This is an optimization exercise on Yosys and OpenROAD, whose aim is small area, not a production implementation. In this exercise RTL edits were held to simulation tests only and were not proved equivalent to the original. Power figures rest on the tool's default switching activity, not on a simulated workload.

Setup of run 1:
// tcp_offload
module tcp_offload (
    input  logic                i_clk,
    input  logic                i_reset,
    input  logic [39:0]         i_cpu_req,
    output logic [33:0]         o_cpu_rsp,
    input  logic [9:0]          i_rx,
    output logic [9:0]          o_tx
);
clock: 5.0 ns
lec_check: 0
cap_margin: 20
core_margin: 2
core_utilization: 65
cts_buf_list: sky130_fd_sc_hd__clkbuf_8
cts_cluster_diameter: 45
cts_cluster_size: 14
place_density: 0.75
slew_margin: 20
run.sh (not shown) runs the stock make flow with config.mk's settings and CLKGATE_MAP_FILE= SYNTH_SCRIPT=/design/flow/synth_recipe.tcl, a recipe that flattens the netlist after the stock synthesis.
Relative to run 1, the following input files were edited for run 2:
- an added CTS_ARGS of -sink_clustering_enable -repair_clock_nets -dont_use_dummy_load -buf_list "sky130_fd_sc_hd__clkbuf_4" -sink_clustering_size 10 -sink_clustering_max_diameter 40
- a deleted CTS_CLUSTER_DIAMETER that had been 45
- an added BUFFER_PORTS_ARGS of -buffer_cell sky130_fd_sc_hd__buf_1
- a deleted CTS_BUF_LIST that had been sky130_fd_sc_hd__clkbuf_8
- a change of CAP_MARGIN from 20 to 5
- a change of SLEW_MARGIN from 20 to 5
- a deleted CTS_CLUSTER_SIZE that had been 14
==> flow/flow/run.sh (new file) <==
#!/bin/bash
cat >> config.mk <<'EOF'
export CTS_ARGS = -sink_clustering_enable -repair_clock_nets -dont_use_dummy_load -buf_list "sky130_fd_sc_hd__clkbuf_4" -sink_clustering_size 10 -sink_clustering_max_diameter 40
export BUFFER_PORTS_ARGS = -buffer_cell sky130_fd_sc_hd__buf_1
EOF
bash standard.sh > standard.log 2>&1
==> flow/standard.sh (new file) <==
#!/bin/bash
# synth_recipe.tcl (not shown) runs the flow's synth.tcl, then flattens the netlist and writes it again
# the make line also repeats each setting of config.mk as NAME=value (left out here)
make -C /OpenROAD-flow-scripts/flow DESIGN_CONFIG=/design/flow/config.mk WORK_HOME=/design/flow/orfs CLKGATE_MAP_FILE= SYNTH_SCRIPT=/design/flow/synth_recipe.tcl "${@:-finish}"
removed: flow/run.sh
[summary]
Compared with run 1, run 2 is the less power-hungry design.
Compared to run 1, the routing of run 2 uses less wire.
For the critical path required time, run 2 came in 190 ps higher than run 1 did.
Switching share of total power for run 2: 0.32 points down relative to run 1
Against run 1, run 2 comes in 45 ps lower on clock period minus worst slack.
In terms of global-route usage, run 2 and run 1 differ only marginally.
Across both runs, register share of the cell area was higher for run 2 than for run 1.
Setup changes, run 2 to run 3
- a change of CAP_MARGIN from 5 to 20
- a change of SLEW_MARGIN from 5 to 20
## What came out
The final area of run 2 and that of run 3 are within noise of each other.
Diff run 2 -> run 3: worst setup slack shows no meaningful change, share of the core filled with cells in the final layout shows no meaningful change, routed wire length shows no meaningful change, final hold slack shows no meaningful change.
The leakage power of run 2 and that of run 3 are within noise of each other.
[inputs] run 4 vs run 3
- PLACE_DENSITY changed from 0.75 to 0.8
- CORE_UTILIZATION changed from 65 to 70
### Flow results
No stage failed in run 4, and the final checks on the layout all came back clean.
After detailed routing, run 3 needs more wire than run 4.
A uppermost metal layer occupied by signal nets of met5 is what run 3 shows, while met4 belongs to run 4.
| global-route track usage on met1 | run 4 vs run 3 | 2.9 points higher |
The detail-routed via count per cell in run 4 was higher than what run 3 gave.
Taking run 4 as 1.0, run 3 lands at 0.947 on power drawn by the combinational cells.
The lower portion of the clock cycle consumed by the worst path in the final layout of run 3 and run 4 is in run 3.
The worst setup path endpoint comes out buf_q[2][74] in one run and buf_q[3][7] in the other, namely in run 4 and run 3 respectively.
| number of well-tap cells placed | run 4 vs run 3 | 3.5% lower |
Modified inputs, run 5 compared to run 4
- changing PLACE_DENSITY from 0.8 to 0.75
- changing CTS_ARGS from -sink_clustering_enable -repair_clock_nets -dont_use_dummy_load -buf_list "sky130_fd_sc_hd__clkbuf_4" -sink_clustering_size 10 -sink_clustering_max_diameter 40 to -sink_clustering_enable -repair_clock_nets -dont_use_dummy_load -buf_list "sky130_fd_sc_hd__clkbuf_4" -sink_clustering_size 11 -sink_clustering_max_diameter 35
- changing CORE_UTILIZATION from 70 to 65
==> flow/flow/run.sh <==
#!/bin/bash
cat >> config.mk <<'EOF'
export CTS_ARGS = -sink_clustering_enable -repair_clock_nets -dont_use_dummy_load -buf_list "sky130_fd_sc_hd__clkbuf_4" -sink_clustering_size 11 -sink_clustering_max_diameter 35
export BUFFER_PORTS_ARGS = -buffer_cell sky130_fd_sc_hd__buf_1
EOF
bash standard.sh > standard.log 2>&1
### Flow results
The well-tap cell count number comes out lower for run 4 vs run 5.
For the power density normalized to cell area, run 5 came in 1.4% higher than run 4 did.
In run 5, global-route usage is lower than in run 4.
Of run 4 and run 5, the run reporting the higher final cell count was run 5.
Proportion of synthesized chip area in sequential cells of run 5 is on par with run 4.
NOTE count of clock buffers in the final design run 4->run 5 increased by more than 10%
After detailed routing, run 4 needs less wire than run 5.
Run 5 vs run 4 — full die area climbed by a little under 10%
Delta (run 5 minus run 4): share of cell area taken by multi-input logic gates now sits at about the same level; post-route fraction of the period consumed by the critical path now sits lower.
Compared to run 4, run 5 has vertical die dimension about 3.7% higher.

port drivers added, routing unchanged:
No port has a modelled driver above. Below, the same layouts with a new extraction and two added sets of constraints.
Step 1 assumes that a clkbuf_16 drives the clock port and a buf_2 every other input.
Step 2 times the ports against the registers' clock, not the clock port: input delays grow and output delays shrink by t, the midpoint of the rising clock arrivals with the driver on.
a / b / c = ideal / step 1 / step 2; a / b = the first two.
| run | t, ns | slack for setup (ns) | hold slack, ns | worst setup path at the end |
|---|---|---|---|---|
| run 1 | 0.766 | 0.820 / 0.820 / 0.820 | 0.355 / 0.355 / 0.355 | register to register |
| run 2 | 0.972 | 0.865 / 0.865 / 0.865 | 0.224 / 0.193 / 0.360 | register to register |
| run 3 | 0.970 | 0.867 / 0.867 / 0.867 | 0.227 / 0.195 / 0.359 | register to register |
| run 4 | 0.949 | 0.661 / 0.661 / 0.661 | 0.275 / 0.240 / 0.375 | register to register |
| run 5 | 1.012 | 0.689 / 0.689 / 0.689 | 0.170 / 0.143 / 0.372 | register to register |
After both steps every run listed still meets setup and hold.
